From an optimization exercise on the open Yosys and OpenROAD flow, aimed at small area, a short achievable clock period and few clock cycles per item; shortcuts taken in it are not production practice.
At most, simulation tests tie the RTL to the original design; equivalence was not proved.
Power and IR drop assume default switching activity.

==> flow/design.v (excerpt) <==
module snn_layer #(
  parameter int N_NEURONS  = snn_pkg::SNN_N_NEURONS,
  parameter int N_INPUTS   = snn_pkg::SNN_N_INPUTS,
  parameter int W_WIDTH    = snn_pkg::SNN_W_WIDTH,
  parameter int POT_WIDTH  = snn_pkg::SNN_POT_WIDTH,
  parameter int LEAK_SHIFT = snn_pkg::SNN_LEAK_SHIFT
) (
  input  logic                                   clock,
  input  logic                                   reset_n,
  input  logic                                   in_valid,
  output logic                                   in_ready,
  input  logic [$clog2(N_INPUTS)-1:0]            in_addr,
  input  logic                                   wr_en,
  input  logic [$clog2(N_INPUTS*N_NEURONS)-1:0]  wr_addr,
  input  logic [W_WIDTH-1:0]                     wr_data,
  input  logic [POT_WIDTH-1:0]                   threshold,
  input  logic                                   leak_tick,
  output logic                                   out_valid,
  input  logic                                   out_ready,
  output logic [$clog2(N_NEURONS)-1:0]           out_addr,
  output logic                                   busy
);
Size: ~2700 flip-flops, ~49 I/O pins, ~110000 sq um of cells after synthesis.
clock: 10.0 ns
lec_check: 0
cap_margin: 20
core_margin: 2
core_utilization: 50
cts_buf_list: sky130_fd_sc_hd__clkbuf_8
place_density: 0.65
slew_margin: 20
standard.sh (not shown) runs the stock make flow with config.mk's settings and CLKGATE_MAP_FILE= SYNTH_SCRIPT=/design/flow/synth_recipe.tcl, a recipe that flattens the netlist after the stock synthesis.
==> flow/flow/run.sh <==
#!/bin/bash
set -euo pipefail
bash standard.sh SETUP_SLACK_MARGIN=7 TNS_END_PERCENT=0 MATCH_CELL_FOOTPRINT=0 finish > standard_flow.log 2>&1
The first run finished with timing, DRC and antenna clean.
Then changed:
--- a/flow/design.v
+++ b/flow/design.v
@@ -164,29 +164,33 @@
   for (genvar k = 0; k < N_NEURONS; k++) begin : g_n
     logic [W-1:0] w_s;
     logic [P-1:0] pot_s;    
     logic [P+1:0] a_s;      
     logic [P+1:0] x_s;      
     logic [P+1:0] wx_s;     
     logic [P+1:0] t_s;      
-    logic [P+1:0] s1_s, c1_s;
+    logic [P+1:0] s1_s, c1_s, s2_s, c2_s, s3_s, c3_s;
     logic [P:0]   u_s;      
     logic [P+1:0] d_s;      
     logic         ovn_s;
     assign w_s   = r_w_q[k*W +: W];
     assign pot_s = {pr_q[k][P-1] && !fm_q[k], pr_q[k][P-2:0] & {(P-1){!zl_q[k]}}};
     assign a_s   = {{2{pot_s[P-1]}}, pot_s};
     assign x_s   = {(P+2){lp_q}} & ~{{(S+2){pot_s[P-1]}}, pot_s[P-1:S]};
     assign wx_s  = {{(P+2-W){w_s[W-1]}}, w_s};
     assign t_s   = {{2{thr_q[P-1]}}, thr_q};
     assign s1_s  = a_s ^ x_s ^ wx_s;
     assign c1_s  = {((a_s & x_s) | (a_s & wx_s) | (x_s & wx_s)), lp_q};
     assign u_s   = s1_s[P:0] + c1_s[P:0];
     assign ovn_s = !lp_q && w_s[W-1] && (pot_s[P-1:W-1] == {1'b1, {(P-W){1'b0}}}) && u_s[W-1];
-    assign d_s   = a_s + wx_s + t_s + (P+2)'(1) + x_s + (P+2)'(lp_q);
+    assign s2_s  = a_s ^ wx_s ^ t_s;
+    assign c2_s  = {((a_s & wx_s) | (a_s & t_s) | (wx_s & t_s)), 1'b1};
+    assign s3_s  = s2_s ^ c2_s ^ x_s;
+    assign c3_s  = {((s2_s & c2_s) | (s2_s & x_s) | (c2_s & x_s)), lp_q};
+    assign d_s   = s3_s + c3_s;
     assign fire_s[k] = r_v_q && (!d_s[P+1] || thr_min_s);
     assign pr_d[k]   = {u_s[P-1] || ovn_s, u_s[P-2:0]};
     assign zl_d[k]   = fire_s[k] || ovn_s;
   end
   logic                 q_ne_s, fm_ne_s, push_s, avail_s;
   logic [N_NEURONS-1:0] q_head_s, src_s, src_rest_s, rest_rest_s, rest_d;
   logic [AW_N-1:0]      src_idx_s, rest_idx_s, out_addr_d;
@@ -261,20 +265,23 @@
       s0_v_q      <= 1'b0;
       s0_lk_q     <= 1'b0;
       r_w_q       <= '0;
       r_v_q       <= 1'b0;
       r_lk_q      <= 1'b0;
       lp_q        <= 1'b0;
       fm_v_q      <= 1'b0;
-      fm_q        <= '1;
-      zl_q        <= '1;
+      fm_q        <= '0;
+      zl_q        <= '0;
       wp_q        <= QD'(1);
       rp_q        <= QD'(1);
       qn_q        <= '0;
       rest_q      <= '0;
+      for (int i = 0; i < N_NEURONS; i++) begin
+        pr_q[i] <= '0;
+      end
     end else begin
       in_ready_q  <= in_ready_d;
       out_valid_q <= out_valid_d;
       out_addr_q  <= out_addr_d;
       s0_sel_q    <= s0_sel_d;
       s0_v_q      <= s0_v_d;
       s0_lk_q     <= s0_lk_d;
@@ -285,21 +292,21 @@
       fm_v_q      <= fm_v_d;
       fm_q        <= fire_s;
       zl_q        <= zl_d;
       wp_q        <= wp_d;
       rp_q        <= rp_d;
       qn_q        <= qn_d;
       rest_q      <= rest_d;
+      for (int i = 0; i < N_NEURONS; i++) begin
+        pr_q[i] <= pr_d[i];
+      end
     end
   end
   always_ff @(posedge clock) begin
     busy_q <= busy_d;
-    for (int i = 0; i < N_NEURONS; i++) begin
-      pr_q[i] <= pr_d[i];
-    end
     thr_q <= ~threshold;
     for (int i = 0; i < QD; i++) begin
       if (push_s && wp_q[i]) begin
         q_q[i] <= fm_q;
       end
     end
   end
=>
- The new run completed without violations
- cell count came out higher by a few percent
- combinational power increases by a few percent
- clock skew went down by 29 ps
- power goes up by a few percent
- clock-buffer cell count rises by 16
Testbench counts after the change, summed over its fixed seeds: cycles 2,116, events 1,920.
For the first run of this note, only the layout was checked, not whether the RTL still works.

========
snn_layer, a different RTL version from the one above (not shown whole).
Size in the first run: roughly 8400 cells after synthesis, roughly 2700 flip-flops, roughly 49 I/O pins, roughly 0.11 mm^2 of cells after synthesis.
Design snn_layer, start of the top module:
module snn_layer #(
  parameter int N_NEURONS  = snn_pkg::SNN_N_NEURONS,
  parameter int N_INPUTS   = snn_pkg::SNN_N_INPUTS,
  parameter int W_WIDTH    = snn_pkg::SNN_W_WIDTH,
  parameter int POT_WIDTH  = snn_pkg::SNN_POT_WIDTH,
  parameter int LEAK_SHIFT = snn_pkg::SNN_LEAK_SHIFT
) (
  input  logic                                   clock,
  input  logic                                   reset_n,
  input  logic                                   in_valid,
  output logic                                   in_ready,
  input  logic [$clog2(N_INPUTS)-1:0]            in_addr,
  input  logic                                   wr_en,
  input  logic [$clog2(N_INPUTS*N_NEURONS)-1:0]  wr_addr,
  input  logic [W_WIDTH-1:0]                     wr_data,
  input  logic [POT_WIDTH-1:0]                   threshold,
  input  logic                                   leak_tick,
  output logic                                   out_valid,
  input  logic                                   out_ready,
  output logic [$clog2(N_NEURONS)-1:0]           out_addr,
  output logic                                   busy
);
  localparam int AW_N  = $clog2(N_NEURONS);
  localparam int AW_IN = $clog2(N_INPUTS);
  localparam int AW_WR = $clog2(N_INPUTS*N_NEURONS);
  localparam int P     = POT_WIDTH;
  localparam int W     = W_WIDTH;
  localparam int S     = LEAK_SHIFT;
  localparam int QD    = 6;                   
  localparam int CW    = $clog2(QD + 4);      
  ...
clock: 10.0 ns
lec_check: 0
cap_margin: 20
core_margin: 2
core_utilization: 50
cts_buf_list: sky130_fd_sc_hd__clkbuf_8
place_density: 0.65
slew_margin: 20
Scripts as last shown in full above: flow/flow/run.sh
Rerun with:
--- a/flow/design.v
+++ b/flow/design.v
@@ -114,26 +114,26 @@
   logic [N_NEURONS-1:0]   zl_q;                   
   logic                   fm_v_q;
   logic [N_NEURONS-1:0]   q_q [QD];
   logic [QD-1:0]          wp_q, rp_q;           
   logic [CW-1:0]          qn_q;                 
   logic [N_NEURONS-1:0]   rest_q;               
   logic                   acc_s, hold_s, lk_in_s;
-  logic [AW_IN-1:0]       base_s;
+  logic [AW_IN-1:0]       base_s, pos_in_s;
   logic                   wr_pend_s, wr_pend_d;
   logic [N_INPUTS-1:0]    sel_in_s;
   logic [N_INPUTS-1:0]    s0_sel_d;
   logic                   s0_v_d, s0_lk_d;
   assign lk_in_s = leak_tick;
   assign acc_s  = in_valid && in_ready_q;
   assign hold_s = s0_v_q && wr_pend_s;
+  assign pos_in_s = in_addr - base_s - AW_IN'(1);
   always_comb begin
-    for (int p = 0; p < N_INPUTS; p++) begin
-      sel_in_s[p] = acc_s && (in_addr == AW_IN'(base_s + AW_IN'(p + 1)));
-    end
+    sel_in_s = '0;
+    sel_in_s[pos_in_s] = acc_s;
   end
   assign s0_sel_d = hold_s ? {s0_sel_q[0], s0_sel_q[N_INPUTS-1:1]} : sel_in_s;
   assign s0_v_d   = hold_s ? 1'b1     : acc_s;
   assign s0_lk_d  = hold_s ? s0_lk_q  : lk_in_s;
   logic [N_INPUTS-1:0]    rd_sel_s;
   logic [N_NEURONS*W-1:0] row_s;
   logic                   r_v_d, r_lk_d;
@@ -178,15 +178,15 @@
     assign x_s   = {(P+2){lp_q}} & ~{{(S+2){pot_s[P-1]}}, pot_s[P-1:S]};
     assign wx_s  = {{(P+2-W){w_s[W-1]}}, w_s};
     assign t_s   = {{2{thr_q[P-1]}}, thr_q};
     assign s1_s  = a_s ^ x_s ^ wx_s;
     assign c1_s  = {((a_s & x_s) | (a_s & wx_s) | (x_s & wx_s)), lp_q};
     assign u_s   = s1_s[P:0] + c1_s[P:0];
     assign ovn_s = !lp_q && w_s[W-1] && (pot_s[P-1:W-1] == {1'b1, {(P-W){1'b0}}}) && u_s[W-1];
-    assign d_s   = a_s + wx_s + t_s + (P+2)'(1) + x_s + (P+2)'(lp_q);
+    assign d_s   = s1_s + c1_s + t_s + (P+2)'(1);
     assign fire_s[k] = r_v_q && (!d_s[P+1] || thr_min_s);
     assign pr_d[k]   = {u_s[P-1] || ovn_s, u_s[P-2:0]};
     assign zl_d[k]   = fire_s[k] || ovn_s;
   end
   logic                 q_ne_s, fm_ne_s, push_s, avail_s;
   logic [N_NEURONS-1:0] q_head_s, src_s, src_rest_s, rest_rest_s, rest_d;
   logic [AW_N-1:0]      src_idx_s, rest_idx_s, out_addr_d;
@@ -245,22 +245,17 @@
   assign qn_d   = m_s - CW'(pop_s);
   assign fm_v_d = r_v_q;
   assign k_s = m_s + CW'(r_v_d) + CW'(r_v_q);
   assign ir_c[0][0] = (k_s < CW'(QD));
   assign ir_c[0][1] = (k_s < CW'(QD + 1));
   assign ir_c[1][0] = (k_s < CW'(QD - 1));
   assign ir_c[1][1] = (k_s < CW'(QD));
-  logic bq_c [2];
-  logic ir_o [2];
-  assign bq_c[0] = ov_c[0] || (pop_c[0] ? (m_s > CW'(1)) : (m_s != '0));
-  assign bq_c[1] = ov_c[1] || (pop_c[1] ? (m_s > CW'(1)) : (m_s != '0));
-  assign ir_o[0] = s0_v_d ? ir_c[1][pop_c[0]] : ir_c[0][pop_c[0]];
-  assign ir_o[1] = s0_v_d ? ir_c[1][pop_c[1]] : ir_c[0][pop_c[1]];
-  assign in_ready_d = (out_ready ? ir_o[1] : ir_o[0]) && !wr_pend_d;
-  assign busy_d     = wr_pend_d || s0_v_d || r_v_d || fm_v_d || (out_ready ? bq_c[1] : bq_c[0]);
+  assign in_ready_d = ir_c[s0_v_d][pop_s] && !wr_pend_d;
+  assign busy_d     = wr_pend_d || s0_v_d || r_v_d || fm_v_d || out_valid_d
+                   || (pop_s ? (m_s > CW'(1)) : (m_s != '0));
   always_ff @(posedge clock or negedge reset_n) begin
     if (!reset_n) begin
       in_ready_q  <= 1'b1;
       out_valid_q <= 1'b0;
       out_addr_q  <= '0;
       s0_sel_q    <= '0;
       s0_v_q      <= 1'b0;
Via count goes down by 1.1%.
Global-route usage goes up by 0.36 points.
Synthesized area goes down by 3.0%.
Routed wire length goes down by 2.5%.
First-iteration DRC count goes up by 13%.
Worst setup slack got worse by 0.029 ns.
Final cell count stays flat.
Utilization is about the same.
Total power goes up by 1.8%.
Non-clock buffer count goes down by 38.
Cell area goes down by 3.3%.
Count of clock-buffer cells in the layout goes down by 15.
Register-to-register slack got worse by 0.03 ns.
Hold slack improved by 0.013 ns.
No run of this note included a check of the RTL's function; only the layout flow was run.

## afterwards: timing with drivers on the ports
How much do the figures lean on ideal ports? The routed layouts below were timed once more, with nothing changed but the port constraints. Step 1 assumes that a clkbuf_16 drives the clock port and a buf_2 every other input. Step 2 moves the port delays by t, midway between the first and last clock arrival at a register: inputs arrive t later, outputs are due t later. That takes back most of the time a late clock gives input paths. a / b / c = no drivers / after step 1 / after step 2; a / b = the first two.
run	shift t [ns]	setup WS [ns]	worst register clock-pin slew, ns	pins driven straight from the clock port
the first run of note 1	1.146	6.202 / 6.155 / 5.240	0.07 / 0.07	1
the second run of note 1	1.148	6.284 / 6.241 / 5.425	0.07 / 0.07	1
the first run of note 2	1.136	6.086 / 6.086 / 5.265	0.07 / 0.07	1
the second run of note 2	1.131	6.056 / 6.056 / 5.536	0.07 / 0.07	1
After both steps every run listed still meets setup and hold. The setup slack of the first run of note 1, which loses most, moves by -0.047 ns with the drivers and by -0.962 ns with both steps.
